Source: an optimization exercise on an open RTL-to-GDS flow (aim: small area, a short achievable clock period and few clock cycles). Production flows keep margins and buffers that such runs may drop. At most, simulation tests tie the RTL to the original design; equivalence was not proved. No functional check of the RTL was part of run 2. Power is estimated from default activity; no workload was simulated.

==> flow/design.v, too long to show whole: its modules and the start of the top module <==
// module yrs_ctrl: 141 lines
// module yrs_datapath: 4322 lines
// module yuv_to_rgb32_horizontal_scaler_top: 75 lines
module yuv_to_rgb32_horizontal_scaler_top #(
  parameter int MAX_UPSCALE = yrs_pkg::MAX_UPSCALE_DEF
) (
  input  logic                            clk,
  input  logic                            rst_n,
  input  logic                            cfg_we,
  input  logic [yrs_pkg::CFG_IDX_W-1:0]   cfg_index,
  input  logic [yrs_pkg::CFG_W-1:0]       cfg_data,
  input  logic                            in_valid,
  output logic                            in_ready,
  input  logic [yrs_pkg::LUMA_W-1:0]      in_luma,
  input  logic [yrs_pkg::CHROMA_W-1:0]    in_chroma_u,
  input  logic [yrs_pkg::CHROMA_W-1:0]    in_chroma_v,
  input  logic                            in_row_start,
  output logic                            out_valid,
  input  logic                            out_ready,
  output logic [yrs_pkg::COLOR_W-1:0]     out_red,
  output logic [yrs_pkg::COLOR_W-1:0]     out_green,
  output logic [yrs_pkg::COLOR_W-1:0]     out_blue,
  output logic                            out_last_copy
);
  // ...
==> flow/run.sh <==
#!/bin/bash
# synth_recipe.tcl (not shown) runs the flow's synth.tcl, then flattens the netlist and writes it again
# the make line also repeats each setting of config.mk as NAME=value (left out here)
make -C /OpenROAD-flow-scripts/flow DESIGN_CONFIG=/design/flow/config.mk WORK_HOME=/design/flow/orfs CLKGATE_MAP_FILE= SYNTH_SCRIPT=/design/flow/synth_recipe.tcl finish
==> flow/config.mk <==
export PLATFORM = sky130hd
export DESIGN_NAME = yuv_to_rgb32_horizontal_scaler_top
export DESIGN_NICKNAME = yuv_to_rgb32_horizontal_scaler_top
export VERILOG_FILES = /design/flow/design.v
export SDC_FILE = /design/flow/constraint.sdc
export NUM_CORES = 4
export LEC_CHECK = 0
export ABC_CLOCK_PERIOD_IN_PS = 2400
export CAP_MARGIN = 20
export CORE_MARGIN = 2
export CORE_UTILIZATION = 50
export CTS_CLUSTER_DIAMETER = 100
export CTS_CLUSTER_SIZE = 20
export SETUP_SLACK_MARGIN = 3.5
export SLEW_MARGIN = 20
==> flow/constraint.sdc <==
create_clock -name core_clock -period 6.0 [get_ports {clk}]
set_input_delay 1.2000 -clock core_clock [delete_from_list [all_inputs] [get_ports {clk}]]
set_output_delay 1.2000 -clock core_clock [all_outputs]
set_load 0.01 [all_outputs]
==> parameters.txt, run 1 <==
Parameter                              Value

Status
  Run status ... no timing/DRC/antenna violations

Finish
  Non-clk bufs ... 253
  Fraction of layout cells with a size suffix above 1 ... 14.55%
  Area used by multi-input combinational logic ... 19450 um^2
  Clock buffer cells ... 60
  Leading cell kind ... multi-input combinational cells
  Highest-count cells in the layout ignoring fill and taps ... 437 x edfxtp_1, 374 x nand2_1, 363 x inv_1, 238 x fa_1, 178 x a22oi_1
  Fraction of area in registers ... 38.46%
  Most common library cell in the layout ignoring fill and taps ... edfxtp_1

Yosys
  Most repeated cell in the gate-level netlist after synthesis ... edfxtp_1
  Cells taking the most area after synthesis ... edfxtp_1 35%, fa_1 15%, dfxtp_1 8.3%, a22oi_1 5.0%, ha_1 4.5%
  Adder-Cell Fraction of Synth Area ... 20.05%
  Count of state elements after synthesis ... 591
  Simple-gate share of the synthesized area ... 8.277%

STA
  Normalized max-slew margin ... 31.27%
  Final setup violation count ... 0

Die
  Tap cells ... 959

Global route
  Met2 track utilization from global routing ... 40.86%
  Met1 GRT Util ... 34.90%

Power and ir drop
  Max IR drop VDD ... 219.3 uV
  Power of the clock network ... 2.77 mW
  Part of the power in combinational logic ... 43.0%
  Power drawn by the combinational cells ... 7.47 mW

Critical path
  Largest stage delay, worst path ... 0.49 ns
  Critical path depth ... 9

Detailed routing
  Drt initial violations ... 2424
  Post-DR vias/cell ... 5.740
  Sum of routed wire length over all layers ... 97.93 mm
  DR WL/cell ... 22.14 um

Min path
  Worst Hold Path Cells ... 0

Clock tree
  CTS clock-pin slew for the worst setup and hold paths ... 0.09 ns
  Maximum buffer depth of the clock tree ... 3
Testbench counts, summed over its fixed seeds: cycles 6,115.
==> module yrs_ctrl, before the edit <==
module yrs_ctrl (
  input  logic        clk,
  input  logic        rst_n,
  input  logic        cfg_we,
  input  logic [2:0]  cfg_index,
  input  logic [20:0] cfg_data,
  input  logic        in_valid,
  output logic        in_ready,
  input  logic        in_row_start,
  output logic        out_valid,
  input  logic        out_ready,
  output logic [7:0]  out_red,
  output logic [7:0]  out_green,
  output logic [7:0]  out_blue,
  output logic        out_last_copy,
  output logic        adv,
  output logic        tag_v,
  output logic        tag_c,    
  output logic [15:0] lg,
  output logic [15:0] ub,
  output logic [15:0] ug,
  output logic [15:0] vg,
  output logic [15:0] vr,
  input  logic [7:0]  red,
  input  logic [7:0]  green,
  input  logic [7:0]  blue,
  input  logic        dp_v,
  input  logic        dp_c
);
  logic [4:0]  step_int;
  logic        step_int_nz;
  logic [15:0] step_frac;
  logic [15:0] pos;
  logic        o_valid, o_last;
  logic [4:0]  o_cnt;
  logic [7:0]  o_r, o_g, o_b;
  logic        k_full;
  logic        k_inc;
  logic [7:0]  k_r, k_g, k_b;
  logic        accept, o_free;
  logic [16:0] pos_sum;
  logic [4:0]  dp_cnt, k_cnt;
  logic [15:0] pos_nxt;
  assign adv      = !k_full;
  assign in_ready = adv;
  assign accept   = in_valid && adv;
  always_comb begin
    pos_sum = {1'b0, pos} + {1'b0, step_frac};
    pos_nxt = in_row_start ? step_frac : pos_sum[15:0];
  end
  assign tag_v = accept && (step_int_nz || (pos_sum[16] && !in_row_start));
  assign tag_c = pos_sum[16] && !in_row_start;
  always_ff @(posedge clk) begin
    if (!rst_n) begin
      step_int    <= 5'd1;
      step_int_nz <= 1'b1;
      step_frac   <= 16'd0;
      lg        <= yrs_pkg::LUMA_GAIN_RST;
      ub        <= yrs_pkg::U_TO_BLUE_RST;
      ug        <= yrs_pkg::U_TO_GREEN_RST;
      vg        <= yrs_pkg::V_TO_GREEN_RST;
      vr        <= yrs_pkg::V_TO_RED_RST;
    end else if (cfg_we) begin
      case (cfg_index)
        yrs_pkg::REG_X_STEP: begin
          if (cfg_data[20]) begin
            step_int    <= 5'd16;
            step_int_nz <= 1'b1;
            step_frac   <= 16'd0;
          end else begin
            step_int    <= {1'b0, cfg_data[19:16]};
            step_int_nz <= (cfg_data[19:16] != 4'd0);
            step_frac   <= cfg_data[15:0];
          end
        end
        yrs_pkg::REG_LUMA_GAIN:  lg <= cfg_data[15:0];
        yrs_pkg::REG_U_TO_BLUE:  ub <= cfg_data[15:0];
        yrs_pkg::REG_U_TO_GREEN: ug <= cfg_data[15:0];
        yrs_pkg::REG_V_TO_GREEN: vg <= cfg_data[15:0];
        yrs_pkg::REG_V_TO_RED:   vr <= cfg_data[15:0];
        default: ;
      endcase
    end
  end
  always_ff @(posedge clk) begin
    if (!rst_n) pos <= 16'd0;
    else if (accept) pos <= pos_nxt;
  end
  assign dp_cnt = step_int + 5'(dp_c);
  assign k_cnt  = step_int + 5'(k_inc);
  assign o_free = !o_valid || (o_last && out_ready);
  always_ff @(posedge clk) begin
    if (!rst_n) begin
      o_valid <= 1'b0;
      o_last  <= 1'b0;
      o_cnt   <= 5'd0;
      k_full  <= 1'b0;
    end else begin
      if (o_free) begin
        if (k_full) begin
          o_valid <= 1'b1;
          o_cnt   <= k_cnt;
          o_last  <= (k_cnt == 5'd1);
        end else begin
          o_valid <= dp_v;
          o_cnt   <= dp_cnt;
          o_last  <= (dp_cnt == 5'd1);
        end
      end else if (out_ready) begin
        o_cnt  <= o_cnt - 5'd1;
        o_last <= (o_cnt == 5'd2);
      end
      if (k_full) k_full <= !o_free;
      else        k_full <= dp_v && !o_free;
    end
  end
  always_ff @(posedge clk) begin
    if (o_free) begin
      if (k_full) begin
        o_r <= k_r;
        o_g <= k_g;
        o_b <= k_b;
      end else begin
        o_r <= red;
        o_g <= green;
        o_b <= blue;
      end
    end
    if (adv) begin
      k_inc <= dp_c;
      k_r   <= red;
      k_g   <= green;
      k_b   <= blue;
    end
  end
  assign out_valid     = o_valid;
  assign out_last_copy = o_last;
  assign out_red       = o_r;
  assign out_green     = o_g;
  assign out_blue      = o_b;
endmodule
==> run 2: changes to the inputs <==
--- a/flow/design.v
+++ b/flow/design.v
@@ -54,3 +54,3 @@
 );
-  logic [4:0]  step_int;
+  logic [4:0]  step_int, step_int_p1;
   logic        step_int_nz;
@@ -80,2 +80,3 @@
       step_int    <= 5'd1;
+      step_int_p1 <= 5'd2;
       step_int_nz <= 1'b1;
@@ -92,2 +93,3 @@
             step_int    <= 5'd16;
+            step_int_p1 <= 5'd17;
             step_int_nz <= 1'b1;
@@ -96,2 +98,3 @@
             step_int    <= {1'b0, cfg_data[19:16]};
+            step_int_p1 <= {1'b0, cfg_data[19:16]} + 5'd1;
             step_int_nz <= (cfg_data[19:16] != 4'd0);
@@ -113,4 +116,4 @@
   end
-  assign dp_cnt = step_int + 5'(dp_c);
-  assign k_cnt  = step_int + 5'(k_inc);
+  assign dp_cnt = dp_c ? step_int_p1 : step_int;
+  assign k_cnt  = k_inc ? step_int_p1 : step_int;
   assign o_free = !o_valid || (o_last && out_ready);
@@ -204,19 +207,14 @@
   logic n17;
-  logic n3_s1;
-  logic n2_s1;
   logic n18;
   logic n19;
-  logic n4_s1;
   logic n20;
-  logic n5_s1;
   logic n21;
   logic n22;
-  logic n10_s1;
   logic n23;
-  logic n11_s1;
   logic n24;
   logic n25;
-  logic n12_s1;
   logic n26;
   logic n13_s1;
+  logic n12_s1;
+  logic n11_s1;
   logic n27;
@@ -251,2 +249,3 @@
   logic n54;
+  logic n17_s1;
   logic n55;
@@ -267,4 +266,6 @@
   logic n70;
+  logic n19_s1;
   logic n21_s1;
   logic n71;
+  logic n20_s1;
   logic n72;
@@ -285,4 +286,6 @@
   logic n87;
+  logic n22_s1;
   logic n24_s1;
   logic n88;
+  logic n23_s1;
   logic n89;
@@ -303,2 +306,4 @@
   logic n104;
+  logic n25_s1;
+  logic n27_s1;
   logic n105;
@@ -320,2 +325,3 @@
   logic n121;
+  logic n28_s1;
   logic n122;
@@ -417,8 +423,4 @@
   logic n197;
-  logic n172_s2;
-  logic n173_s2;
   logic n198;
   logic n199;
-  logic n174_s2;
-  logic n175_s2;
   logic n200;
@@ -444,3 +446,7 @@
   logic n219;
+  logic n200_s2;
+  logic n199_s2;
+  logic n198_s2;
   logic n220;
+  logic n197_s2;
   logic n221;
@@ -1399,2 +1405,5 @@
   logic n1031;
+  logic n974_s3;
+  logic n1009_s3;
+  logic n1008_s3;
   logic n1032;
@@ -1403,2 +1412,5 @@
   logic n1035;
+  logic n982_s3;
+  logic n1012_s3;
+  logic n1013_s3;
   logic n1036;
@@ -1432,3 +1444,2 @@
   logic n1030_s3;
-  logic n1031_s3;
   logic n1054;
@@ -1440,3 +1451,2 @@
   logic n1034_s3;
-  logic n1035_s3;
   logic n1058;
@@ -1472,3 +1482,2 @@
   logic n1083;
-  logic n1062_s3;
   logic n1084;
@@ -1483,2 +1492,4 @@
   logic n1089;
+  logic n1068_s3;
+  logic n1067_s3;
   logic n1090;
@@ -1503,4 +1514,2 @@
   logic n1109;
-  logic n1089_s3;
-  logic n1090_s3;
   logic n1110;
@@ -1533,3 +1542,2 @@
   logic n1131;
-  logic n1116_s3;
   logic n1132;
@@ -1551,13 +1559,15 @@
   logic n1148;
-  logic n1067_s3;
   logic n1149;
   logic n1069_s3;
+  logic n1069_s4;
+  logic n1133_s4;
   logic n1150;
   logic n1071_s3;
+  logic n1071_s4;
+  logic n1135_s4;
   logic n1151;
   logic n1073_s3;
+  logic n1073_s4;
+  logic n1137_s4;
   logic n1152;
-  logic n1151_s4;
-  logic n1150_s4;
-  logic n1149_s4;
   logic n1148_s4;
@@ -1855,2 +1865,3 @@
   logic n1335_s2;
+  logic n1334_s2;
   logic n1358;
@@ -1871,3 +1882,2 @@
   logic n1373;
-  logic n1350_s3;
   logic n1351_s3;
@@ -1900,3 +1910,2 @@
   logic n1397;
-  logic n1376_s3;
   logic n1398;
@@ -1941,2 +1950,5 @@
   logic n1431;
+  logic n1415_s4;
+  logic n1416_s4;
+  logic n1407_s4;
   logic n1432;
@@ -1955,7 +1967,16 @@
   logic n1442;
+  logic n1359_s4;
   logic n1443;
+  logic n1435_s4;
+  logic n1436_s4;
+  logic n1383_s4;
   logic n1444;
   logic n1445;
+  logic n1437_s4;
+  logic n1438_s4;
+  logic n1405_s4;
   logic n1446;
   logic n1447;
+  logic n1439_s4;
+  logic n1440_s4;
   logic n1448;
@@ -1965,2 +1986,3 @@
   logic n1452;
+  logic n1367_s4;
   logic n1453;
@@ -1969,2 +1991,4 @@
   logic n1454;
+  logic n1371_s4;
+  logic n1427_s4;
   logic n1455;
@@ -1974,3 +1998,2 @@
   logic n1375_s4;
-  logic n1431_s4;
   logic n1457;
@@ -1979,3 +2002,2 @@
   logic n1379_s4;
-  logic n1443_s4;
   logic n1459;
@@ -1983,6 +2005,4 @@
   logic n1381_s4;
-  logic n1445_s4;
   logic n1460;
   logic n1461;
-  logic n1359_s4;
   logic n1462;
@@ -1994,6 +2014,4 @@
   logic n1465;
-  logic n1452_s4;
   logic n1466;
   logic n1467;
-  logic n1454_s4;
   logic n1468;
@@ -2148,2 +2166,5 @@
   logic n1581;
+  logic n1524_s3;
+  logic n1559_s3;
+  logic n1558_s3;
   logic n1582;
@@ -2152,2 +2173,5 @@
   logic n1585;
+  logic n1532_s3;
+  logic n1562_s3;
+  logic n1563_s3;
   logic n1586;
@@ -2181,3 +2205,2 @@
   logic n1580_s3;
-  logic n1581_s3;
   logic n1604;
@@ -2189,3 +2212,2 @@
   logic n1584_s3;
-  logic n1585_s3;
   logic n1608;
@@ -2221,3 +2243,2 @@
   logic n1633;
-  logic n1612_s3;
   logic n1634;
@@ -2232,2 +2253,4 @@
   logic n1639;
+  logic n1618_s3;
+  logic n1617_s3;
   logic n1640;
@@ -2252,4 +2275,2 @@
   logic n1659;
-  logic n1639_s3;
-  logic n1640_s3;
   logic n1660;
@@ -2282,3 +2303,2 @@
   logic n1681;
-  logic n1666_s3;
   logic n1682;
@@ -2300,13 +2320,15 @@
   logic n1698;
-  logic n1617_s3;
   logic n1699;
   logic n1619_s3;
+  logic n1619_s4;
+  logic n1683_s4;
   logic n1700;
   logic n1621_s3;
+  logic n1621_s4;
+  logic n1685_s4;
   logic n1701;
   logic n1623_s3;
+  logic n1623_s4;
+  logic n1687_s4;
   logic n1702;
-  logic n1701_s4;
-  logic n1700_s4;
-  logic n1699_s4;
   logic n1698_s4;
@@ -2346,14 +2368,14 @@
   assign n16 = n2;
-  assign n17 = n3_s1 & ~n2_s1;
+  assign n17 = n3 & ~n2;
   assign n18 = n3;
-  assign n19 = n4_s1 ^ n3_s1;
-  assign n20 = (n5_s1 & ~n4_s1 & ~n3_s1) | (~n5_s1 & n4_s1 & n3_s1);
+  assign n19 = n4 ^ n3;
+  assign n20 = (n5 & ~n4 & ~n3) | (~n5 & n4 & n3);
   assign n21 = n5;
-  assign n22 = n10_s1 ^ n5_s1;
-  assign n23 = (n11_s1 & ~n10_s1 & ~n5_s1) | (~n11_s1 & n10_s1 & n5_s1);
+  assign n22 = n10 ^ n5;
+  assign n23 = (n11 & ~n10 & ~n5) | (~n11 & n10 & n5);
   assign n24 = n11;
-  assign n25 = n12_s1 ^ n11_s1;
+  assign n25 = n12 ^ n11;
   assign n26 = (n13_s1 & ~n12_s1 & ~n11_s1) | (~n13_s1 & n12_s1 & n11_s1);
-  assign n27 = n13_s1;
-  assign n28 = n13_s1;
+  assign n27 = n13;
+  assign n28 = n13;
   assign n29 = in_chroma_u[0];
@@ -2383,87 +2405,87 @@
   assign n53 = (n16_s1 & lg[0]) ^ n18_s1;
-  assign n54 = ((n16_s1 & lg[1]) | (n17 & lg[0])) ^ n18_s1;
-  assign n55 = ((n16_s1 & lg[2]) | (n17 & lg[1])) ^ n18_s1;
-  assign n56 = ((n16_s1 & lg[3]) | (n17 & lg[2])) ^ n18_s1;
-  assign n57 = ((n16_s1 & lg[4]) | (n17 & lg[3])) ^ n18_s1;
-  assign n58 = ((n16_s1 & lg[5]) | (n17 & lg[4])) ^ n18_s1;
-  assign n59 = ((n16_s1 & lg[6]) | (n17 & lg[5])) ^ n18_s1;
-  assign n60 = ((n16_s1 & lg[7]) | (n17 & lg[6])) ^ n18_s1;
-  assign n61 = ((n16_s1 & lg[8]) | (n17 & lg[7])) ^ n18_s1;
-  assign n62 = ((n16_s1 & lg[9]) | (n17 & lg[8])) ^ n18_s1;
-  assign n63 = ((n16_s1 & lg[10]) | (n17 & lg[9])) ^ n18_s1;
-  assign n64 = ((n16_s1 & lg[11]) | (n17 & lg[10])) ^ n18_s1;
-  assign n65 = ((n16_s1 & lg[12]) | (n17 & lg[11])) ^ n18_s1;
-  assign n66 = ((n16_s1 & lg[13]) | (n17 & lg[12])) ^ n18_s1;
-  assign n67 = ((n16_s1 & lg[14]) | (n17 & lg[13])) ^ n18_s1;
-  assign n68 = ((n16_s1 & lg[15]) | (n17 & lg[14])) ^ n18_s1;
-  assign n69 = ~(((n16_s1 | n17) & lg[15]) ^ n18_s1);
-  assign n70 = (n19 & lg[0]) ^ n21_s1;
-  assign n71 = ((n19 & lg[1]) | (n20 & lg[0])) ^ n21_s1;
-  assign n72 = ((n19 & lg[2]) | (n20 & lg[1])) ^ n21_s1;
-  assign n73 = ((n19 & lg[3]) | (n20 & lg[2])) ^ n21_s1;
-  assign n74 = ((n19 & lg[4]) | (n20 & lg[3])) ^ n21_s1;
-  assign n75 = ((n19 & lg[5]) | (n20 & lg[4])) ^ n21_s1;
-  assign n76 = ((n19 & lg[6]) | (n20 & lg[5])) ^ n21_s1;
-  assign n77 = ((n19 & lg[7]) | (n20 & lg[6])) ^ n21_s1;
-  assign n78 = ((n19 & lg[8]) | (n20 & lg[7])) ^ n21_s1;
-  assign n79 = ((n19 & lg[9]) | (n20 & lg[8])) ^ n21_s1;
-  assign n80 = ((n19 & lg[10]) | (n20 & lg[9])) ^ n21_s1;
-  assign n81 = ((n19 & lg[11]) | (n20 & lg[10])) ^ n21_s1;
-  assign n82 = ((n19 & lg[12]) | (n20 & lg[11])) ^ n21_s1;
-  assign n83 = ((n19 & lg[13]) | (n20 & lg[12])) ^ n21_s1;
-  assign n84 = ((n19 & lg[14]) | (n20 & lg[13])) ^ n21_s1;
-  assign n85 = ((n19 & lg[15]) | (n20 & lg[14])) ^ n21_s1;
-  assign n86 = ~(((n19 | n20) & lg[15]) ^ n21_s1);
-  assign n87 = (n22 & lg[0]) ^ n24_s1;
-  assign n88 = ((n22 & lg[1]) | (n23 & lg[0])) ^ n24_s1;
-  assign n89 = ((n22 & lg[2]) | (n23 & lg[1])) ^ n24_s1;
-  assign n90 = ((n22 & lg[3]) | (n23 & lg[2])) ^ n24_s1;
-  assign n91 = ((n22 & lg[4]) | (n23 & lg[3])) ^ n24_s1;
-  assign n92 = ((n22 & lg[5]) | (n23 & lg[4])) ^ n24_s1;
-  assign n93 = ((n22 & lg[6]) | (n23 & lg[5])) ^ n24_s1;
-  assign n94 = ((n22 & lg[7]) | (n23 & lg[6])) ^ n24_s1;
-  assign n95 = ((n22 & lg[8]) | (n23 & lg[7])) ^ n24_s1;
-  assign n96 = ((n22 & lg[9]) | (n23 & lg[8])) ^ n24_s1;
-  assign n97 = ((n22 & lg[10]) | (n23 & lg[9])) ^ n24_s1;
-  assign n98 = ((n22 & lg[11]) | (n23 & lg[10])) ^ n24_s1;
-  assign n99 = ((n22 & lg[12]) | (n23 & lg[11])) ^ n24_s1;
-  assign n100 = ((n22 & lg[13]) | (n23 & lg[12])) ^ n24_s1;
-  assign n101 = ((n22 & lg[14]) | (n23 & lg[13])) ^ n24_s1;
-  assign n102 = ((n22 & lg[15]) | (n23 & lg[14])) ^ n24_s1;
-  assign n103 = ~(((n22 | n23) & lg[15]) ^ n24_s1);
-  assign n104 = (n25 & lg[0]) ^ n27;
-  assign n105 = ((n25 & lg[1]) | (n26 & lg[0])) ^ n27;
-  assign n106 = ((n25 & lg[2]) | (n26 & lg[1])) ^ n27;
-  assign n107 = ((n25 & lg[3]) | (n26 & lg[2])) ^ n27;
-  assign n108 = ((n25 & lg[4]) | (n26 & lg[3])) ^ n27;
-  assign n109 = ((n25 & lg[5]) | (n26 & lg[4])) ^ n27;
-  assign n110 = ((n25 & lg[6]) | (n26 & lg[5])) ^ n27;
-  assign n111 = ((n25 & lg[7]) | (n26 & lg[6])) ^ n27;
-  assign n112 = ((n25 & lg[8]) | (n26 & lg[7])) ^ n27;
-  assign n113 = ((n25 & lg[9]) | (n26 & lg[8])) ^ n27;
-  assign n114 = ((n25 & lg[10]) | (n26 & lg[9])) ^ n27;
-  assign n115 = ((n25 & lg[11]) | (n26 & lg[10])) ^ n27;
-  assign n116 = ((n25 & lg[12]) | (n26 & lg[11])) ^ n27;
-  assign n117 = ((n25 & lg[13]) | (n26 & lg[12])) ^ n27;
-  assign n118 = ((n25 & lg[14]) | (n26 & lg[13])) ^ n27;
-  assign n119 = ((n25 & lg[15]) | (n26 & lg[14])) ^ n27;
-  assign n120 = ~(((n25 | n26) & lg[15]) ^ n27);
-  assign n121 = n28 & lg[0];
-  assign n122 = n28 & lg[1];
-  assign n123 = n28 & lg[2];
-  assign n124 = n28 & lg[3];
-  assign n125 = n28 & lg[4];
-  assign n126 = n28 & lg[5];
-  assign n127 = n28 & lg[6];
-  assign n128 = n28 & lg[7];
-  assign n129 = n28 & lg[8];
-  assign n130 = n28 & lg[9];
-  assign n131 = n28 & lg[10];
-  assign n132 = n28 & lg[11];
-  assign n133 = n28 & lg[12];
-  assign n134 = n28 & lg[13];
-  assign n135 = n28 & lg[14];
-  assign n136 = ~(n28 & lg[15]);
-  assign n137 = n27 ^ n59;
-  assign n138 = n27 & n59;
+  assign n54 = ((n16_s1 & lg[1]) | (n17_s1 & lg[0])) ^ n18_s1;
+  assign n55 = ((n16_s1 & lg[2]) | (n17_s1 & lg[1])) ^ n18_s1;
+  assign n56 = ((n16_s1 & lg[3]) | (n17_s1 & lg[2])) ^ n18_s1;
+  assign n57 = ((n16_s1 & lg[4]) | (n17_s1 & lg[3])) ^ n18_s1;
+  assign n58 = ((n16_s1 & lg[5]) | (n17_s1 & lg[4])) ^ n18_s1;
+  assign n59 = ((n16_s1 & lg[6]) | (n17_s1 & lg[5])) ^ n18_s1;
+  assign n60 = ((n16_s1 & lg[7]) | (n17_s1 & lg[6])) ^ n18_s1;
+  assign n61 = ((n16_s1 & lg[8]) | (n17_s1 & lg[7])) ^ n18_s1;
+  assign n62 = ((n16_s1 & lg[9]) | (n17_s1 & lg[8])) ^ n18_s1;
+  assign n63 = ((n16_s1 & lg[10]) | (n17_s1 & lg[9])) ^ n18_s1;
+  assign n64 = ((n16_s1 & lg[11]) | (n17_s1 & lg[10])) ^ n18_s1;
+  assign n65 = ((n16_s1 & lg[12]) | (n17_s1 & lg[11])) ^ n18_s1;
+  assign n66 = ((n16_s1 & lg[13]) | (n17_s1 & lg[12])) ^ n18_s1;
+  assign n67 = ((n16_s1 & lg[14]) | (n17_s1 & lg[13])) ^ n18_s1;
+  assign n68 = ((n16_s1 & lg[15]) | (n17_s1 & lg[14])) ^ n18_s1;
+  assign n69 = ~(((n16_s1 | n17_s1) & lg[15]) ^ n18_s1);
+  assign n70 = (n19_s1 & lg[0]) ^ n21_s1;
+  assign n71 = ((n19_s1 & lg[1]) | (n20_s1 & lg[0])) ^ n21_s1;
+  assign n72 = ((n19_s1 & lg[2]) | (n20_s1 & lg[1])) ^ n21_s1;
+  assign n73 = ((n19_s1 & lg[3]) | (n20_s1 & lg[2])) ^ n21_s1;
+  assign n74 = ((n19_s1 & lg[4]) | (n20_s1 & lg[3])) ^ n21_s1;
+  assign n75 = ((n19_s1 & lg[5]) | (n20_s1 & lg[4])) ^ n21_s1;
+  assign n76 = ((n19_s1 & lg[6]) | (n20_s1 & lg[5])) ^ n21_s1;
+  assign n77 = ((n19_s1 & lg[7]) | (n20_s1 & lg[6])) ^ n21_s1;
+  assign n78 = ((n19_s1 & lg[8]) | (n20_s1 & lg[7])) ^ n21_s1;
+  assign n79 = ((n19_s1 & lg[9]) | (n20_s1 & lg[8])) ^ n21_s1;
+  assign n80 = ((n19_s1 & lg[10]) | (n20_s1 & lg[9])) ^ n21_s1;
+  assign n81 = ((n19_s1 & lg[11]) | (n20_s1 & lg[10])) ^ n21_s1;
+  assign n82 = ((n19_s1 & lg[12]) | (n20_s1 & lg[11])) ^ n21_s1;
+  assign n83 = ((n19_s1 & lg[13]) | (n20_s1 & lg[12])) ^ n21_s1;
+  assign n84 = ((n19_s1 & lg[14]) | (n20_s1 & lg[13])) ^ n21_s1;
+  assign n85 = ((n19_s1 & lg[15]) | (n20_s1 & lg[14])) ^ n21_s1;
+  assign n86 = ~(((n19_s1 | n20_s1) & lg[15]) ^ n21_s1);
+  assign n87 = (n22_s1 & lg[0]) ^ n24_s1;
+  assign n88 = ((n22_s1 & lg[1]) | (n23_s1 & lg[0])) ^ n24_s1;
+  assign n89 = ((n22_s1 & lg[2]) | (n23_s1 & lg[1])) ^ n24_s1;
+  assign n90 = ((n22_s1 & lg[3]) | (n23_s1 & lg[2])) ^ n24_s1;
+  assign n91 = ((n22_s1 & lg[4]) | (n23_s1 & lg[3])) ^ n24_s1;
+  assign n92 = ((n22_s1 & lg[5]) | (n23_s1 & lg[4])) ^ n24_s1;
+  assign n93 = ((n22_s1 & lg[6]) | (n23_s1 & lg[5])) ^ n24_s1;
+  assign n94 = ((n22_s1 & lg[7]) | (n23_s1 & lg[6])) ^ n24_s1;
+  assign n95 = ((n22_s1 & lg[8]) | (n23_s1 & lg[7])) ^ n24_s1;
+  assign n96 = ((n22_s1 & lg[9]) | (n23_s1 & lg[8])) ^ n24_s1;
+  assign n97 = ((n22_s1 & lg[10]) | (n23_s1 & lg[9])) ^ n24_s1;
+  assign n98 = ((n22_s1 & lg[11]) | (n23_s1 & lg[10])) ^ n24_s1;
+  assign n99 = ((n22_s1 & lg[12]) | (n23_s1 & lg[11])) ^ n24_s1;
+  assign n100 = ((n22_s1 & lg[13]) | (n23_s1 & lg[12])) ^ n24_s1;
+  assign n101 = ((n22_s1 & lg[14]) | (n23_s1 & lg[13])) ^ n24_s1;
+  assign n102 = ((n22_s1 & lg[15]) | (n23_s1 & lg[14])) ^ n24_s1;
+  assign n103 = ~(((n22_s1 | n23_s1) & lg[15]) ^ n24_s1);
+  assign n104 = (n25_s1 & lg[0]) ^ n27_s1;
+  assign n105 = ((n25_s1 & lg[1]) | (n26 & lg[0])) ^ n27_s1;
+  assign n106 = ((n25_s1 & lg[2]) | (n26 & lg[1])) ^ n27_s1;
+  assign n107 = ((n25_s1 & lg[3]) | (n26 & lg[2])) ^ n27_s1;
+  assign n108 = ((n25_s1 & lg[4]) | (n26 & lg[3])) ^ n27_s1;
+  assign n109 = ((n25_s1 & lg[5]) | (n26 & lg[4])) ^ n27_s1;
+  assign n110 = ((n25_s1 & lg[6]) | (n26 & lg[5])) ^ n27_s1;
+  assign n111 = ((n25_s1 & lg[7]) | (n26 & lg[6])) ^ n27_s1;
+  assign n112 = ((n25_s1 & lg[8]) | (n26 & lg[7])) ^ n27_s1;
+  assign n113 = ((n25_s1 & lg[9]) | (n26 & lg[8])) ^ n27_s1;
+  assign n114 = ((n25_s1 & lg[10]) | (n26 & lg[9])) ^ n27_s1;
+  assign n115 = ((n25_s1 & lg[11]) | (n26 & lg[10])) ^ n27_s1;
+  assign n116 = ((n25_s1 & lg[12]) | (n26 & lg[11])) ^ n27_s1;
+  assign n117 = ((n25_s1 & lg[13]) | (n26 & lg[12])) ^ n27_s1;
+  assign n118 = ((n25_s1 & lg[14]) | (n26 & lg[13])) ^ n27_s1;
+  assign n119 = ((n25_s1 & lg[15]) | (n26 & lg[14])) ^ n27_s1;
+  assign n120 = ~(((n25_s1 | n26) & lg[15]) ^ n27_s1);
+  assign n121 = n28_s1 & lg[0];
+  assign n122 = n28_s1 & lg[1];
+  assign n123 = n28_s1 & lg[2];
+  assign n124 = n28_s1 & lg[3];
+  assign n125 = n28_s1 & lg[4];
+  assign n126 = n28_s1 & lg[5];
+  assign n127 = n28_s1 & lg[6];
+  assign n128 = n28_s1 & lg[7];
+  assign n129 = n28_s1 & lg[8];
+  assign n130 = n28_s1 & lg[9];
+  assign n131 = n28_s1 & lg[10];
+  assign n132 = n28_s1 & lg[11];
+  assign n133 = n28_s1 & lg[12];
+  assign n134 = n28_s1 & lg[13];
+  assign n135 = n28_s1 & lg[14];
+  assign n136 = ~(n28_s1 & lg[15]);
+  assign n137 = n27_s1 ^ n59;
+  assign n138 = n27_s1 & n59;
   assign n139 = n60 ^ n75;
@@ -2526,6 +2548,6 @@
   assign n196 = n170 & n171;
-  assign n197 = n172_s2 | n173_s2;
-  assign n198 = n172_s2 & n173_s2;
-  assign n199 = n174_s2 | n175_s2;
-  assign n200 = n174_s2 & n175_s2;
+  assign n197 = n172 | n173;
+  assign n198 = n172 & n173;
+  assign n199 = n174 | n175;
+  assign n200 = n174 & n175;
   assign n201 = n176_s2 | n177;
@@ -2548,4 +2570,4 @@
   assign n218 = n195 & n193;
-  assign n219 = n200 | (n199 & n198);
-  assign n220 = n199 & n197;
+  assign n219 = n200_s2 | (n199_s2 & n198_s2);
+  assign n220 = n199_s2 & n197_s2;
   assign n221 = n204 | (n203 & n202);
@@ -3360,3 +3382,3 @@
   assign n1030 = n1007 & n917;
-  assign n1031 = n974 ^ n1009 ^ n1008;
+  assign n1031 = n974_s3 ^ n1009_s3 ^ n1008_s3;
   assign n1032 = (n974 & n1009) | (n974 & n1008) | (n1009 & n1008);
@@ -3364,3 +3386,3 @@
   assign n1034 = (n981 & n1011) | (n981 & n1010) | (n1011 & n1010);
-  assign n1035 = n982 ^ n1012 ^ n1013;
+  assign n1035 = n982_s3 ^ n1012_s3 ^ n1013_s3;
   assign n1036 = (n982 & n1012) | (n982 & n1013) | (n1012 & n1013);
@@ -3382,8 +3404,8 @@
   assign n1052 = n1029_s3 & n237;
-  assign n1053 = n1030_s3 ^ n1031_s3;
-  assign n1054 = n1030_s3 & n1031_s3;
+  assign n1053 = n1030_s3 ^ n1031;
+  assign n1054 = n1030_s3 & n1031;
   assign n1055 = n1032_s3 ^ n1033_s3;
   assign n1056 = n1032_s3 & n1033_s3;
-  assign n1057 = n1034_s3 ^ n1035_s3;
-  assign n1058 = n1034_s3 & n1035_s3;
+  assign n1057 = n1034_s3 ^ n1035;
+  assign n1058 = n1034_s3 & n1035;
   assign n1059 = n1036_s3 ^ n1037_s3;
@@ -3391,3 +3413,3 @@
   assign n1061 = n1038_s3 ^ n1039_s3;
-  assign n1062 = n1038 & n1039;
+  assign n1062 = n1038_s3 & n1039_s3;
   assign n1063 = n1040 ^ n1041;
@@ -3412,5 +3434,5 @@
   assign n1082 = n1059 & n1057;
-  assign n1083 = n1062_s3 | (n1061 & n1060);
+  assign n1083 = n1062 | (n1061 & n1060);
   assign n1084 = n1061 & n1059;
-  assign n1085 = n1064_s3 | (n1063_s3 & n1062_s3);
+  assign n1085 = n1064_s3 | (n1063_s3 & n1062);
   assign n1086 = n1063_s3 & n1061;
@@ -3418,4 +3440,4 @@
   assign n1088 = n1065_s3 & n1063_s3;
-  assign n1089 = n1068 | (n1067 & n1066);
-  assign n1090 = n1067 & n1065;
+  assign n1089 = n1068_s3 | (n1067_s3 & n1066_s3);
+  assign n1090 = n1067_s3 & n1065_s3;
   assign n1091 = n1070 | (n1069 & n1068);
@@ -3438,10 +3460,10 @@
   assign n1108 = n1088 & n1084;
-  assign n1109 = n1089_s3 | (n1090_s3 & n1085);
-  assign n1110 = n1090_s3 & n1086;
+  assign n1109 = n1089 | (n1090 & n1085);
+  assign n1110 = n1090 & n1086;
   assign n1111 = n1091_s3 | (n1092_s3 & n1087);
   assign n1112 = n1092_s3 & n1088;
-  assign n1113 = n1093_s3 | (n1094_s3 & n1089_s3);
-  assign n1114 = n1094_s3 & n1090_s3;
+  assign n1113 = n1093_s3 | (n1094_s3 & n1089);
+  assign n1114 = n1094_s3 & n1090;
   assign n1115 = n1095_s3 | (n1096_s3 & n1091_s3);
-  assign n1116 = n1096 & n1092;
+  assign n1116 = n1096_s3 & n1092_s3;
   assign n1117 = n1101 | (n1102 & n1052);
@@ -3460,4 +3482,4 @@
   assign n1130 = n1114 & n1106;
-  assign n1131 = n1115 | (n1116_s3 & n1107);
-  assign n1132 = n1116_s3 & n1108;
+  assign n1131 = n1115 | (n1116 & n1107);
+  assign n1132 = n1116 & n1108;
   assign n1133 = n1125 | (n1126 & n1052);
@@ -3478,14 +3500,14 @@
   assign n1148 = n1067_s3 ^ n1123;
-  assign n1149 = n1069_s3 ^ n1133;
-  assign n1150 = n1071_s3 ^ n1135;
-  assign n1151 = n1073_s3 ^ n1137;
-  assign n1152 = ~n1151_s4 & (n1150_s4 | n1149_s4 | n1148_s4);
-  assign n1153 = (n1051_s4 | n1152) & ~n1151_s4;
-  assign n1154 = (n1141_s4 | n1152) & ~n1151_s4;
-  assign n1155 = (n1142_s4 | n1152) & ~n1151_s4;
-  assign n1156 = (n1143_s4 | n1152) & ~n1151_s4;
-  assign n1157 = (n1144_s4 | n1152) & ~n1151_s4;
-  assign n1158 = (n1145_s4 | n1152) & ~n1151_s4;
-  assign n1159 = (n1146_s4 | n1152) & ~n1151_s4;
-  assign n1160 = (n1147_s4 | n1152) & ~n1151_s4;
+  assign n1149 = n1069_s4 ^ n1133_s4;
+  assign n1150 = n1071_s4 ^ n1135_s4;
+  assign n1151 = n1073_s4 ^ n1137_s4;
+  assign n1152 = ~n1151 & (n1150 | n1149 | n1148_s4);
+  assign n1153 = (n1051_s4 | n1152) & ~n1151;
+  assign n1154 = (n1141_s4 | n1152) & ~n1151;
+  assign n1155 = (n1142_s4 | n1152) & ~n1151;
+  assign n1156 = (n1143_s4 | n1152) & ~n1151;
+  assign n1157 = (n1144_s4 | n1152) & ~n1151;
+  assign n1158 = (n1145_s4 | n1152) & ~n1151;
+  assign n1159 = (n1146_s4 | n1152) & ~n1151;
+  assign n1160 = (n1147_s4 | n1152) & ~n1151;
   assign n1161 = n422 ^ n437 ^ n452;
@@ -3663,3 +3685,3 @@
   assign n1333 = n1311_s2 ^ n1313_s2 ^ n1308_s2;
-  assign n1334 = (n1311_s2 & n1313_s2) | (n1311_s2 & n1308_s2) | (n1313_s2 & n1308_s2);
+  assign n1334 = (n1311 & n1313) | (n1311 & n1308) | (n1313 & n1308);
   assign n1335 = 1'b1 ^ n136 ^ n1312;
@@ -3679,3 +3701,3 @@
   assign n1349 = n1298_s3 ^ n1327_s3 ^ n1326_s3;
-  assign n1350 = (n1298 & n1327) | (n1298 & n1326) | (n1327 & n1326);
+  assign n1350 = (n1298_s3 & n1327_s3) | (n1298_s3 & n1326_s3) | (n1327_s3 & n1326_s3);
   assign n1351 = n1302 ^ n1329 ^ n1328;
@@ -3686,4 +3708,4 @@
   assign n1356 = (n1310_s2 & n1333) | (n1310_s2 & n1332) | (n1333 & n1332);
-  assign n1357 = n1314_s2 ^ n1335_s2 ^ n1334;
-  assign n1358 = (n1314_s2 & n1335_s2) | (n1314_s2 & n1334) | (n1335_s2 & n1334);
+  assign n1357 = n1314_s2 ^ n1335_s2 ^ n1334_s2;
+  assign n1358 = (n1314_s2 & n1335_s2) | (n1314_s2 & n1334_s2) | (n1335_s2 & n1334_s2);
   assign n1359 = n1337 ^ n237;
@@ -3702,6 +3724,6 @@
   assign n1372 = n1348 & n1349;
-  assign n1373 = n1350_s3 ^ n1351_s3;
-  assign n1374 = n1350_s3 & n1351_s3;
+  assign n1373 = n1350 ^ n1351_s3;
+  assign n1374 = n1350 & n1351_s3;
   assign n1375 = n1352_s3 ^ n1353_s3;
-  assign n1376 = n1352 & n1353;
+  assign n1376 = n1352_s3 & n1353_s3;
   assign n1377 = n1354 ^ n1355;
@@ -3726,5 +3748,5 @@
   assign n1396 = n1373 & n1371;
-  assign n1397 = n1376_s3 | (n1375 & n1374);
+  assign n1397 = n1376 | (n1375 & n1374);
   assign n1398 = n1375 & n1373;
-  assign n1399 = n1378_s3 | (n1377_s3 & n1376_s3);
+  assign n1399 = n1378_s3 | (n1377_s3 & n1376);
   assign n1400 = n1377_s3 & n1375;
@@ -3760,3 +3782,3 @@
   assign n1430 = n1414 & n1406;
-  assign n1431 = n1415 | (n1416 & n1407);
+  assign n1431 = n1415_s4 | (n1416_s4 & n1407_s4);
   assign n1432 = n1416 & n1408;
@@ -3771,8 +3793,8 @@
   assign n1441 = n1433_s4 | (n1434_s4 & n1360_s4);
-  assign n1442 = n1434 & n1359;
-  assign n1443 = n1435 | (n1436 & n1383);
+  assign n1442 = n1434_s4 & n1359_s4;
+  assign n1443 = n1435_s4 | (n1436_s4 & n1383_s4);
   assign n1444 = n1436 & n1384;
-  assign n1445 = n1437 | (n1438 & n1405);
+  assign n1445 = n1437_s4 | (n1438_s4 & n1405_s4);
   assign n1446 = n1438 & n1406;
-  assign n1447 = n1439 | (n1440 & n1407);
+  assign n1447 = n1439_s4 | (n1440_s4 & n1407_s4);
   assign n1448 = n1440 & n1408;
@@ -3781,10 +3803,10 @@
   assign n1451 = n1365 ^ n1405;
-  assign n1452 = n1367 ^ n1407;
+  assign n1452 = n1367_s4 ^ n1407_s4;
   assign n1453 = n1369_s4 ^ n1425_s4;
-  assign n1454 = n1371 ^ n1427;
+  assign n1454 = n1371_s4 ^ n1427_s4;
   assign n1455 = n1373_s4 ^ n1429_s4;
-  assign n1456 = n1375_s4 ^ n1431_s4;
+  assign n1456 = n1375_s4 ^ n1431;
   assign n1457 = n1377_s4 ^ n1441;
-  assign n1458 = n1379_s4 ^ n1443_s4;
-  assign n1459 = n1381_s4 ^ n1445_s4;
+  assign n1458 = n1379_s4 ^ n1443;
+  assign n1459 = n1381_s4 ^ n1445;
   assign n1460 = ~n1459 & (n1458 | n1457 | n1456);
@@ -3794,5 +3816,5 @@
   assign n1464 = (n1451_s4 | n1460) & ~n1459;
-  assign n1465 = (n1452_s4 | n1460) & ~n1459;
+  assign n1465 = (n1452 | n1460) & ~n1459;
   assign n1466 = (n1453 | n1460) & ~n1459;
-  assign n1467 = (n1454_s4 | n1460) & ~n1459;
+  assign n1467 = (n1454 | n1460) & ~n1459;
   assign n1468 = (n1455 | n1460) & ~n1459;
@@ -3910,3 +3932,3 @@
   assign n1580 = n1557 & n407;
-  assign n1581 = n1524 ^ n1559 ^ n1558;
+  assign n1581 = n1524_s3 ^ n1559_s3 ^ n1558_s3;
   assign n1582 = (n1524 & n1559) | (n1524 & n1558) | (n1559 & n1558);
@@ -3914,3 +3936,3 @@
   assign n1584 = (n1531 & n1561) | (n1531 & n1560) | (n1561 & n1560);
-  assign n1585 = n1532 ^ n1562 ^ n1563;
+  assign n1585 = n1532_s3 ^ n1562_s3 ^ n1563_s3;
   assign n1586 = (n1532 & n1562) | (n1532 & n1563) | (n1562 & n1563);
@@ -3932,8 +3954,8 @@
   assign n1602 = n1579_s3 & n237;
-  assign n1603 = n1580_s3 ^ n1581_s3;
-  assign n1604 = n1580_s3 & n1581_s3;
+  assign n1603 = n1580_s3 ^ n1581;
+  assign n1604 = n1580_s3 & n1581;
   assign n1605 = n1582_s3 ^ n1583_s3;
   assign n1606 = n1582_s3 & n1583_s3;
-  assign n1607 = n1584_s3 ^ n1585_s3;
-  assign n1608 = n1584_s3 & n1585_s3;
+  assign n1607 = n1584_s3 ^ n1585;
+  assign n1608 = n1584_s3 & n1585;
   assign n1609 = n1586_s3 ^ n1587_s3;
@@ -3941,3 +3963,3 @@
   assign n1611 = n1588_s3 ^ n1589_s3;
-  assign n1612 = n1588 & n1589;
+  assign n1612 = n1588_s3 & n1589_s3;
   assign n1613 = n1590 ^ n1591;
@@ -3962,5 +3984,5 @@
   assign n1632 = n1609 & n1607;
-  assign n1633 = n1612_s3 | (n1611 & n1610);
+  assign n1633 = n1612 | (n1611 & n1610);
   assign n1634 = n1611 & n1609;
-  assign n1635 = n1614_s3 | (n1613_s3 & n1612_s3);
+  assign n1635 = n1614_s3 | (n1613_s3 & n1612);
   assign n1636 = n1613_s3 & n1611;
@@ -3968,4 +3990,4 @@
   assign n1638 = n1615_s3 & n1613_s3;
-  assign n1639 = n1618 | (n1617 & n1616);
-  assign n1640 = n1617 & n1615;
+  assign n1639 = n1618_s3 | (n1617_s3 & n1616_s3);
+  assign n1640 = n1617_s3 & n1615_s3;
   assign n1641 = n1620 | (n1619 & n1618);
@@ -3988,10 +4010,10 @@
   assign n1658 = n1638 & n1634;
-  assign n1659 = n1639_s3 | (n1640_s3 & n1635);
-  assign n1660 = n1640_s3 & n1636;
+  assign n1659 = n1639 | (n1640 & n1635);
+  assign n1660 = n1640 & n1636;
   assign n1661 = n1641_s3 | (n1642_s3 & n1637);
   assign n1662 = n1642_s3 & n1638;
-  assign n1663 = n1643_s3 | (n1644_s3 & n1639_s3);
-  assign n1664 = n1644_s3 & n1640_s3;
+  assign n1663 = n1643_s3 | (n1644_s3 & n1639);
+  assign n1664 = n1644_s3 & n1640;
   assign n1665 = n1645_s3 | (n1646_s3 & n1641_s3);
-  assign n1666 = n1646 & n1642;
+  assign n1666 = n1646_s3 & n1642_s3;
   assign n1667 = n1651 | (n1652 & n1602);
@@ -4010,4 +4032,4 @@
   assign n1680 = n1664 & n1656;
-  assign n1681 = n1665 | (n1666_s3 & n1657);
-  assign n1682 = n1666_s3 & n1658;
+  assign n1681 = n1665 | (n1666 & n1657);
+  assign n1682 = n1666 & n1658;
   assign n1683 = n1675 | (n1676 & n1602);
@@ -4028,14 +4050,14 @@
   assign n1698 = n1617_s3 ^ n1673;
-  assign n1699 = n1619_s3 ^ n1683;
-  assign n1700 = n1621_s3 ^ n1685;
-  assign n1701 = n1623_s3 ^ n1687;
-  assign n1702 = ~n1701_s4 & (n1700_s4 | n1699_s4 | n1698_s4);
-  assign n1703 = (n1601_s4 | n1702) & ~n1701_s4;
-  assign n1704 = (n1691_s4 | n1702) & ~n1701_s4;
-  assign n1705 = (n1692_s4 | n1702) & ~n1701_s4;
-  assign n1706 = (n1693_s4 | n1702) & ~n1701_s4;
-  assign n1707 = (n1694_s4 | n1702) & ~n1701_s4;
-  assign n1708 = (n1695_s4 | n1702) & ~n1701_s4;
-  assign n1709 = (n1696_s4 | n1702) & ~n1701_s4;
-  assign n1710 = (n1697_s4 | n1702) & ~n1701_s4;
+  assign n1699 = n1619_s4 ^ n1683_s4;
+  assign n1700 = n1621_s4 ^ n1685_s4;
+  assign n1701 = n1623_s4 ^ n1687_s4;
+  assign n1702 = ~n1701 & (n1700 | n1699 | n1698_s4);
+  assign n1703 = (n1601_s4 | n1702) & ~n1701;
+  assign n1704 = (n1691_s4 | n1702) & ~n1701;
+  assign n1705 = (n1692_s4 | n1702) & ~n1701;
+  assign n1706 = (n1693_s4 | n1702) & ~n1701;
+  assign n1707 = (n1694_s4 | n1702) & ~n1701;
+  assign n1708 = (n1695_s4 | n1702) & ~n1701;
+  assign n1709 = (n1696_s4 | n1702) & ~n1701;
+  assign n1710 = (n1697_s4 | n1702) & ~n1701;
   assign red = {n1160, n1159, n1158, n1157, n1156, n1155, n1154, n1153};
@@ -4045,14 +4067,17 @@
     if (adv) begin
-      n3_s1 <= n3;
-      n2_s1 <= n2;
-      n4_s1 <= n4;
-      n5_s1 <= n5;
-      n10_s1 <= n10;
-      n11_s1 <= n11;
-      n12_s1 <= n12;
       n13_s1 <= n13;
+      n12_s1 <= n12;
+      n11_s1 <= n11;
       n16_s1 <= n16;
       n18_s1 <= n18;
+      n17_s1 <= n17;
+      n19_s1 <= n19;
       n21_s1 <= n21;
+      n20_s1 <= n20;
+      n22_s1 <= n22;
       n24_s1 <= n24;
+      n23_s1 <= n23;
+      n25_s1 <= n25;
+      n27_s1 <= n27;
+      n28_s1 <= n28;
       n154_s2 <= n154;
@@ -4078,7 +4103,7 @@
       n167_s2 <= n167;
-      n172_s2 <= n172;
-      n173_s2 <= n173;
-      n174_s2 <= n174;
-      n175_s2 <= n175;
       n176_s2 <= n176;
+      n200_s2 <= n200;
+      n199_s2 <= n199;
+      n198_s2 <= n198;
+      n197_s2 <= n197;
       n227_s2 <= n227;
@@ -4226,2 +4251,8 @@
       n1001_s2 <= n1001;
+      n974_s3 <= n974;
+      n1009_s3 <= n1009;
+      n1008_s3 <= n1008;
+      n982_s3 <= n982;
+      n1012_s3 <= n1012;
+      n1013_s3 <= n1013;
       n998_s2 <= n998;
@@ -4237,3 +4268,2 @@
       n1030_s3 <= n1030;
-      n1031_s3 <= n1031;
       n1032_s3 <= n1032;
@@ -4241,3 +4271,2 @@
       n1034_s3 <= n1034;
-      n1035_s3 <= n1035;
       n1036_s3 <= n1036;
@@ -4247,3 +4276,2 @@
       n1028_s2 <= n1028;
-      n1062_s3 <= n1062;
       n1064_s3 <= n1064;
@@ -4252,4 +4280,4 @@
       n1065_s3 <= n1065;
-      n1089_s3 <= n1089;
-      n1090_s3 <= n1090;
+      n1068_s3 <= n1068;
+      n1067_s3 <= n1067;
       n1091_s3 <= n1091;
@@ -4260,10 +4288,11 @@
       n1096_s3 <= n1096;
-      n1116_s3 <= n1116;
-      n1067_s3 <= n1067;
       n1069_s3 <= n1069;
+      n1069_s4 <= n1069_s3;
+      n1133_s4 <= n1133;
       n1071_s3 <= n1071;
+      n1071_s4 <= n1071_s3;
+      n1135_s4 <= n1135;
       n1073_s3 <= n1073;
-      n1151_s4 <= n1151;
-      n1150_s4 <= n1150;
-      n1149_s4 <= n1149;
+      n1073_s4 <= n1073_s3;
+      n1137_s4 <= n1137;
       n1148_s4 <= n1148;
@@ -4356,3 +4385,3 @@
       n1335_s2 <= n1335;
-      n1350_s3 <= n1350;
+      n1334_s2 <= n1334;
       n1351_s3 <= n1351;
@@ -4361,3 +4390,2 @@
       n1336_s2 <= n1336;
-      n1376_s3 <= n1376;
       n1378_s3 <= n1378;
@@ -4368,2 +4396,5 @@
       n1404_s3 <= n1404;
+      n1415_s4 <= n1415;
+      n1416_s4 <= n1416;
+      n1407_s4 <= n1407;
       n1433_s4 <= n1433;
@@ -4371,4 +4402,16 @@
       n1360_s4 <= n1360;
+      n1359_s4 <= n1359;
+      n1435_s4 <= n1435;
+      n1436_s4 <= n1436;
+      n1383_s4 <= n1383;
+      n1437_s4 <= n1437;
+      n1438_s4 <= n1438;
+      n1405_s4 <= n1405;
+      n1439_s4 <= n1439;
+      n1440_s4 <= n1440;
+      n1367_s4 <= n1367;
       n1369_s4 <= n1369;
       n1425_s4 <= n1425;
+      n1371_s4 <= n1371;
+      n1427_s4 <= n1427;
       n1373_s4 <= n1373;
@@ -4376,10 +4419,6 @@
       n1375_s4 <= n1375;
-      n1431_s4 <= n1431;
       n1377_s4 <= n1377_s3;
       n1379_s4 <= n1379_s3;
-      n1443_s4 <= n1443;
       n1381_s3 <= n1381;
       n1381_s4 <= n1381_s3;
-      n1445_s4 <= n1445;
-      n1359_s4 <= n1359;
       n1449_s4 <= n1449;
@@ -4387,4 +4426,2 @@
       n1451_s4 <= n1451;
-      n1452_s4 <= n1452;
-      n1454_s4 <= n1454;
       n1471_s2 <= n1471;
@@ -4425,2 +4462,8 @@
       n1551_s2 <= n1551;
+      n1524_s3 <= n1524;
+      n1559_s3 <= n1559;
+      n1558_s3 <= n1558;
+      n1532_s3 <= n1532;
+      n1562_s3 <= n1562;
+      n1563_s3 <= n1563;
       n1548_s2 <= n1548;
@@ -4436,3 +4479,2 @@
       n1580_s3 <= n1580;
-      n1581_s3 <= n1581;
       n1582_s3 <= n1582;
@@ -4440,3 +4482,2 @@
       n1584_s3 <= n1584;
-      n1585_s3 <= n1585;
       n1586_s3 <= n1586;
@@ -4446,3 +4487,2 @@
       n1578_s2 <= n1578;
-      n1612_s3 <= n1612;
       n1614_s3 <= n1614;
@@ -4451,4 +4491,4 @@
       n1615_s3 <= n1615;
-      n1639_s3 <= n1639;
-      n1640_s3 <= n1640;
+      n1618_s3 <= n1618;
+      n1617_s3 <= n1617;
       n1641_s3 <= n1641;
@@ -4459,10 +4499,11 @@
       n1646_s3 <= n1646;
-      n1666_s3 <= n1666;
-      n1617_s3 <= n1617;
       n1619_s3 <= n1619;
+      n1619_s4 <= n1619_s3;
+      n1683_s4 <= n1683;
       n1621_s3 <= n1621;
+      n1621_s4 <= n1621_s3;
+      n1685_s4 <= n1685;
       n1623_s3 <= n1623;
-      n1701_s4 <= n1701;
-      n1700_s4 <= n1700;
-      n1699_s4 <= n1699;
+      n1623_s4 <= n1623_s3;
+      n1687_s4 <= n1687;
       n1698_s4 <= n1698;
--- a/flow/config.mk
+++ b/flow/config.mk
@@ -7,9 +7,7 @@
 export LEC_CHECK = 0
-export ABC_CLOCK_PERIOD_IN_PS = 2400
+export ABC_CLOCK_PERIOD_IN_PS = 2300
 export CAP_MARGIN = 20
 export CORE_MARGIN = 2
-export CORE_UTILIZATION = 50
-export CTS_CLUSTER_DIAMETER = 100
-export CTS_CLUSTER_SIZE = 20
-export SETUP_SLACK_MARGIN = 3.5
+export CORE_UTILIZATION = 55
+export SETUP_SLACK_MARGIN = 3.6
 export SLEW_MARGIN = 20
==> parameters.txt, run 2 <==
Parameter                              Value

Status
  Run status ... no timing/DRC/antenna violations (unchanged)

Finish
  Signed area change from the synthesized netlist to the final layout ... 18.50% (was 14.02%)
  Most common library cell in the layout ignoring fill and taps ... edfxtp_1 (unchanged)
  Fraction of layout cells with a size suffix above 1 ... 21.48% (was 14.55%)
  Post-Route Utilization ... 65.90% (was 57.73%)
  Net total in the final layout ... 3853 (was 3895)
  Highest-count cells in the layout ignoring fill and taps ... 457 x edfxtp_1, 343 x inv_1, 268 x nand2_1, 198 x fa_1, 188 x xnor2_1 (was 437 x edfxtp_1, 374 x nand2_1, 363 x inv_1, 238 x fa_1, 178 x a22oi_1)
  Antenna cells ... 0 (was 1)

STA
  Total negative slack for setup checks ... 0 ns (unchanged)
  Time the final worst path needs with I/O delays and setup ... 2.609 ns (was 2.627 ns)
  Worst-Margin Slew ... 1.127 ns (was 1.025 ns)
  Final setup violation count ... 0 (unchanged)
  Worst hold slack across all endpoints ... 0.4196 ns (was 0.4394 ns)
  Normalized max-slew margin ... 24.89% (was 31.27%)
  Period utilisation layout ... 43.49% (was 43.78%)
  Maximum frequency from static timing analysis ... 0.3832 GHz (was 0.3807 GHz)
  Number of pins with negative max-slew slack in the final report ... 0 (unchanged)
  Worst-case clock skew ... 0.01510 ns (was 0.02646 ns)
  Final hold violation count ... 0 (unchanged)
  Unrepaired setup endpoints after global routing ... true (unchanged)

Critical path
  Worst Setup End Kind ... output port (was flip-flop)
  Startpoint-to-endpoint class of the critical path ... flip-flop to output port (was flip-flop to flip-flop)
  Data arrival, critical path ... 1.41 ns (was 2.94 ns)
  Slowest cell on the critical path ... dfxtp_4 (was edfxtp_1)
  Data required time of the worst path ... 4.80 ns (was 6.32 ns)
  Cell Chain, Critical Path ... clkinvlp_4 -> buf_6 -> buf_6 (was buf_6 -> clkbuf_16 -> a22oi_2 -> xnor2_1 -> ha_1 -> inv_1 -> fa_1 -> inv_1 -> fa_1)
  Largest stage delay, worst path ... 0.42 ns (was 0.49 ns)
  Maximum fanout count along the critical path ... 2 (was 8)
  Cell mode on critical path ... buf_6
  Startpoint class of the critical path ... flip-flop (unchanged)

Yosys
  Synth top area share ... 36.74% (was 35.46%)
  Ys Warns ... 3 (unchanged)
  Primary flip-flop cell chosen by synthesis mapping ... edfxtp_1 (unchanged)
  Proportion of synthesized flip-flops having asynchronous set or reset ... 0% (unchanged)
  Leading post-synthesis cells by instance count ... 457 x edfxtp_1, 411 x inv_1, 294 x a22oi_1, 273 x nand2_1, 270 x fa_1 (was 437 x edfxtp_1, 383 x inv_1, 378 x nand2_1, 274 x fa_1, 246 x a22oi_1)
  Register area share after synthesis ... 45.26% (was 43.79%)
  Count of state elements after synthesis ... 616 (was 591)
  Synth unique cells ... 70 (was 75)
  Synthesized net count ... 3775 (was 3870)
  Number of synthesized flops with an enable pin ... 457 (was 437)
  Largest area contributor in the netlist ... edfxtp_1 (unchanged)
  Cell count after synthesis ... 3314 (was 3408)
  Most repeated cell in the gate-level netlist after synthesis ... edfxtp_1 (unchanged)
  Area of the mapped netlist ... 37350 um^2 (was 37000 um^2)
  Average size of a mapped cell ... 11.27 um^2 (was 10.86 um^2)
  Cells taking the most area after synthesis ... edfxtp_1 37%, fa_1 14%, dfxtp_1 8.5%, a22oi_1 5.9%, xnor2_1 5.0% (was edfxtp_1 35%, fa_1 15%, dfxtp_1 8.3%, a22oi_1 5.0%, ha_1 4.5%)

Detailed routing
  DRC errors left ... 0 (unchanged)
  Post-DR vias/cell ... 5.705 (was 5.740)
  Via Count ... 24662 (was 25389)
  Drt initial violations ... 2016 (was 2424)
  Residual antenna-violating net count after detailed routing ... 0 (unchanged)
  Sum of routed wire length over all layers ... 95.44 mm (was 97.93 mm)
  DR WL/cell ... 22.08 um (was 22.14 um)
  1st-pass router iterations ... 6 (was 17)

Global route
  Global-route congestion overflow total ... 0 (unchanged)
  Overall fraction of global-route tracks in use ... 27.22% (was 24.75%)
  Wire length of the first global-routing pass ... 145.9 mm (was 147.6 mm)
  Number of global-route vias before repair ... 24968 (was 24763)
  Antenna violations before repair ... 0 (was 1)
  Largest net degree at the start of global routing ... 190 (was 83)

Die
  Die footprint ... 70010 um^2 (was 76200 um^2)
  Die Span Y ... 264.6 um (was 276.0 um)
  Number of cell rows ... 95 (was 99)
  Horizontal extent of the die ... 264.6 um (was 276.0 um)
  Number of placed I/O pins ... 81 (unchanged)
  Starting Density ... 55.61% (was 50.63%)
  Core Footprint ... 67160 um^2 (was 73080 um^2)

Power and ir drop
  Pwr/cell area ... 441.5 nW/um^2 (was 411.4 nW/um^2)
  Leakage power ... 18.03 nW (was 17.23 nW)
  Max IR drop VDD ... 299.3 uV (was 219.3 uV)

Clock tree
  Clk root buf ... clkbuf_16 (unchanged)
  Hold buffer count at CTS ... 0 (unchanged)
  CTS clock-pin slew for the worst setup and hold paths ... 0.06 ns (was 0.09 ns)
  CTS tree ... yes (unchanged)
  # clock sinks ... 616 (was 591)
  Maximum level of the CTS H-tree ... 3 (was 2)
  Cts bufs inserted ... 71 (was 38)
  Maximum buffer depth of the clock tree ... 3 (unchanged)
  Clock latency at the later pin of the worst-skew pair ... 0.63 ns (was 0.59 ns)

Min path
  Hold WC Path Type ... flip-flop to flip-flop (unchanged)

Placed design
  Quantity of I/O buffers inserted on ports ... 80 (unchanged)
  Gpl congestion ... 0.8935 (was 0.9084)
  Total half-perimeter wirelength after legalization and detailed placement ... 63.18 mm (was 66.90 mm)

Flow run
  Max-capacitance violation count ... 0 (unchanged)
-- run 2: cell count changes after synthesis, sizes merged, moves of 39 or more --
cell    before  now
nor2       149  103
a221oi      39    0
nand2      378  273
xnor2      157  215
a21oi      161  117
a22oi      246  294
-- run 2: report_power, final --
| part | leakage (nW) | switching (mW) | internal, mW | total (mW) |
|---|---|---|---|---|
| Sequential | 6.25 | 0.654 | 6.73 | 7.39 |
| Combinational | 10.6 | 4.23 | 3.54 | 7.76 |
| Clock | 1.17 | 1.81 | 2.57 | 4.39 |
| Total | 18.0 | 6.69 | 12.8 | 19.5 |
-- run 2: timing repair --
action / 4_1_cts / 5_1_grt
setup buffers: 86 / 25
cloned: 10 / 3
pin swaps: 122 / 202
endpoints found under the hold margin: 0 / 0
gates resized for setup: 394 / 291
endpoints found under the setup margin: 863 / 241
-- run 2: per-layer routing --
metal	vias up	routed length, um	global-route usage [%]
li1	11378	-	-
met1	12270	40840	36.90
met2	815	44710	43.88
met3	199	5488	4.050
met4	0	4400	11.95
met5	-	0	0
-- run 2: kinds of logic after synthesis --
logic type / count (synthesis) / synth area share (%)
AO/OA/AOI/OAI: 640 / 11.66
adder cells (fa/ha/maj): 436 / 19.85
buffers and inverters: 649 / 6.680
multiplexers: 14 / 0.3852
XOR/XNOR: 400 / 9.380
flip-flops: 616 / 45.26
AND/OR/NAND/NOR: 559 / 6.774
-- run 2: cell type report --
class / instances / area, um^2
Clock buffer: 100 / 1996
Clock inverter: 31 / 391.6
Fill cell: 5048 / 22900
Inverter: 412 / 1555
Multi-Input combinational cell: 2049 / 19630
Sequential cell: 616 / 16930
Tap cell: 873 / 1092
Timing Repair Buffer: 241 / 2663
Timing Repair inverter: 1 / 5.005
-- run 2: worst paths after layout --
kind                                 start                            end  slack (ns)  cells after the start
max               u_ctrl.k_full$_SDFF_PN0_                       in_ready        3.39                      3
min          u_datapath.n1381_s3$_DFFE_PN_  u_datapath.n1381_s4$_DFFE_PN_        0.42                      0
max reg2reg    u_datapath.n41_s1$_DFFE_PN_   u_datapath.n869_s2$_DFFE_PN_        3.45                      9
min reg2reg  u_datapath.n1381_s3$_DFFE_PN_  u_datapath.n1381_s4$_DFFE_PN_        0.42                      0
-- run 2: worst max-delay path: cells and delay by family (launching register included) --
family / cells / cell delay, ns
buffers and inverters: 3 / 0.36
flip-flops: 1 / 0.42
-- run 2: through the flow --
stage               instance area [um^2]  cells  power [mW]  worst slack [ns]
floorplan                          37390   3314       11.95            -1.429
global placement                   38610   4068       14.16             1.985
detailed placement                 38610   4068       14.38             1.897
CTS                                43030   4295       19.33             3.370
global route                       44260   4323       20.97             3.369
finish                             44260   4323       19.54             3.391

-- separate check: timing with driven ports --
The flow's constraints put no driver on any port. The routed layouts listed below were extracted and timed again, unchanged, in two steps. Step 1 assumes that a clkbuf_16 drives the clock port and a buf_2 every other input. Step 2 moves the port delays by t, midway between the first and last clock arrival at a register: inputs arrive t later, outputs are due t later. That takes back most of the time a late clock gives input paths. Slacks: ideal / step 1 / step 2; pairs: ideal / step 1.
run | t, ns | setup WS [ns] | hold WS [ns] | worst setup path after step 2
run 1 | 0.649 | 3.373 / 3.373 / 2.828 | 0.439 / 0.439 / 0.439 | input to register
run 2 | 0.686 | 3.391 / 3.324 / 3.062 | 0.420 / 0.420 / 0.420 | input to register
After both steps setup and hold are still met in every run listed. The setup slack of run 1, which loses most, moves by 0.000 ns with the drivers and by -0.545 ns with both steps.
